Context: an optimization exercise on an open-source flow, tuned for small area. The choices shown serve that exercise and are no tape-out recipe.
Function was checked by simulation only, so behaviour that the tests miss may differ from the original.
Power figures rest on the tool's default switching activity, not on a simulated workload.

exp/delta:
## reg_file_nrw
module reg_file_nrw #(
    parameter int WIDTH    = 32,
    parameter int DEPTH    = 32,
    parameter int ZERO_REG = 1,
    parameter int BYPASS   = 1,
    parameter int AW       = $clog2(DEPTH)
) (
    input  logic               cl,
    input  logic               cr,
    input  logic               clr,
    input  logic               we,
    input  logic [WIDTH/8-1:0] be,
    input  logic [AW-1:0]      wa,
    input  logic [WIDTH-1:0]   wd,
    input  logic [AW-1:0]      ra1,
    input  logic [AW-1:0]      ra2,
    output logic [WIDTH-1:0]   rd1,
    output logic [WIDTH-1:0]   rd2
);
For scale: roughly 2600 cells after synthesis, ~42000 um^2 of cells after synthesis.
Settings: LEC_CHECK=0, CAP_MARGIN=20, CELL_PAD_IN_SITES_DETAIL_PLACEMENT=1, CELL_PAD_IN_SITES_GLOBAL_PLACEMENT=2, CORE_MARGIN=2, CORE_UTILIZATION=60, GPL_ROUTABILITY_DRIVEN=1, SLEW_MARGIN=20; clock period 10.0 ns.
standard.sh (not shown) runs the stock make flow with config.mk's settings and CLKGATE_MAP_FILE= SYNTH_SCRIPT=/design/flow/synth_recipe.tcl, a recipe that flattens the netlist after the stock synthesis.
==> flow/flow/run.sh <==
#!/bin/bash
# Own layout flow: the standard flow with these changes
#  - synthesis maps the logic with flow/area.script (area-oriented ABC),
#    everything else in synth_recipe.tcl unchanged; rf_and2 gates become and2_4;
#  - the gate modules of the read ports (rf_aoi222, rf_nand*, rf_o31ai, rf_and2) are mapped
#    on their own (SYNTH_KEEP_MODULES) and flattened at the end as usual;
#  - CTS settings from flow/cts_args (no dummy loads, small buffers);
#  - input and output ports buffered with buf_1.
set -euo pipefail
W=$(pwd)
{ head -n 1 synth_recipe.tcl; cat "$W/flow/abc_override.tcl"; tail -n +2 synth_recipe.tcl; } > area_synth.tcl
sed "s#SYNTH_SCRIPT=[^ ]*#SYNTH_SCRIPT=$W/area_synth.tcl#" standard.sh > area_standard.sh
grep -q "SYNTH_SCRIPT=$W/area_synth.tcl" area_standard.sh
export AREA_ABC_SCRIPT="$W/flow/area.script"
if [[ -f "$W/flow/cts_args" ]]; then
  export CTS_ARGS="$(cat "$W/flow/cts_args")"
fi
export SYNTH_KEEP_MODULES="rf_aoi222 rf_nand2 rf_nand3 rf_nand4 rf_o31ai rf_and2"
export STRONG_AND2=sky130_fd_sc_hd__and2_4
export BUFFER_PORTS_ARGS="-buffer_cell sky130_fd_sc_hd__buf_1"
bash area_standard.sh "$@" > flow_make.log 2>&1
==> flow/flow/abc_override.tcl <==
# Map the combinational logic with an area-oriented ABC script instead of
# ORFS's delay-oriented one; flip-flops are mapped before this and untouched.
# The rf_and2 gates drive the high-fanout nets (read selects, write data):
# give them the strong and2_4 rather than leave the resizer to buffer them.
proc abc {args} {
  set i [lsearch -exact $args -script]
  if { $i >= 0 } {
    set args [lreplace $args $i [expr { $i + 1 }] -script $::env(AREA_ABC_SCRIPT)]
  }
  yosys abc {*}$args
  foreach from { sky130_fd_sc_hd__and2_0 sky130_fd_sc_hd__and2_1 sky130_fd_sc_hd__and2_2 } {
    yosys chtype -map $from $::env(STRONG_AND2) rf_and2
  }
}
==> flow/flow/area.script <==
strash
&get -n
&fraig -x
&put
scorr
dc2
strash
&get -n
&dch -f
&nf
&put
==> flow/flow/cts_args <==
-sink_clustering_enable -repair_clock_nets -dont_use_dummy_load -buf_list sky130_fd_sc_hd__clkbuf_4 -sink_clustering_buffer sky130_fd_sc_hd__clkbuf_8 -sink_clustering_size 16 -sink_clustering_max_diameter 80
For exp/quartz, these inputs were changed with respect to exp/delta:
Settings: changing CORE_UTILIZATION from 60 to 50.
==> flow/flow/cts_args <==
-sink_clustering_enable -repair_clock_nets -dont_use_dummy_load -buf_list sky130_fd_sc_hd__clkbuf_4 -sink_clustering_size 10 -sink_clustering_max_diameter 30
[summary]
- Compared with exp/delta, exp/quartz shows via count of the routed design that has gone down by a few percent.
- Summary of exp/quartz over exp/delta: total power rose 390 uW; initial antenna violation count rose 3; overall routing resource usage fell 6.5 points.
- Relative to exp/delta, number of buffers created by CTS increased by 120 in exp/quartz.
- In the flow results for exp/delta and exp/quartz, the total wirelength of the detailed-routed design is larger on exp/quartz.
- In exp/quartz, the worst setup timing slack at the placement stage came out 160 ps below the value in exp/delta.
- exp/quartz against exp/delta; leakage power total is up by a few percent.
Here is what was changed in the inputs of exp/maple compared with exp/quartz.
==> flow/flow/cts_args <==
-sink_clustering_enable -repair_clock_nets -dont_use_dummy_load -buf_list sky130_fd_sc_hd__clkbuf_4 -sink_clustering_buffer sky130_fd_sc_hd__clkbuf_8 -sink_clustering_size 16 -sink_clustering_max_diameter 80
==> comparison <==
exp/quartz → exp/maple: growth of design area from synthesis to finish went down, number of global-route vias before repair down 786, via count saw a decrease.
Diff exp/quartz -> exp/maple | power after layout | decrease of 5.1%
In exp/maple the worst setup slack turned out 28 ps higher than in exp/quartz.
Going from exp/quartz to exp/maple, fraction of area in multi-input gates went up by 0.28 points, post-route cell area dropped 500 um^2, wire length of the first global-routing pass lost 1900 um, switching part of the total power down 0.30 points.

## port drivers added, routing unchanged
The results above use ideal ports. As a check the final layouts listed here were re-extracted and re-timed, cells and wires unchanged.
Step 1: set_driving_cell puts a clkbuf_16 on cl and a buf_2 on each other input, an assumption about the parent block.
Step 2 also shifts input and output timing later by t, the mid clock arrival at the registers, as if the neighbouring blocks saw the same clock.
a / b / c = ideal / step 1 / step 2; a / b = the first two.
run | shift t [ns] | setup WS [ns] | worst hold slack (ns) | slew at the worst register clock pin (ns) | cell pins on the clock port's net
exp/delta | 0.996 | 2.092 / 1.983 / 1.983 | 0.838 / 0.838 / 0.838 | 0.11 / 0.11 | 1
exp/quartz | 1.175 | 2.112 / 1.960 / 1.960 | 0.830 / 0.830 / 0.830 | 0.11 / 0.11 | 1
exp/maple | 0.996 | 2.140 / 2.001 / 2.001 | 0.855 / 0.855 / 0.855 | 0.11 / 0.11 | 1
After both steps setup and hold are still met in every run listed. The setup slack of exp/quartz, which loses most, moves by -0.152 ns with the drivers and by -0.152 ns with both steps.
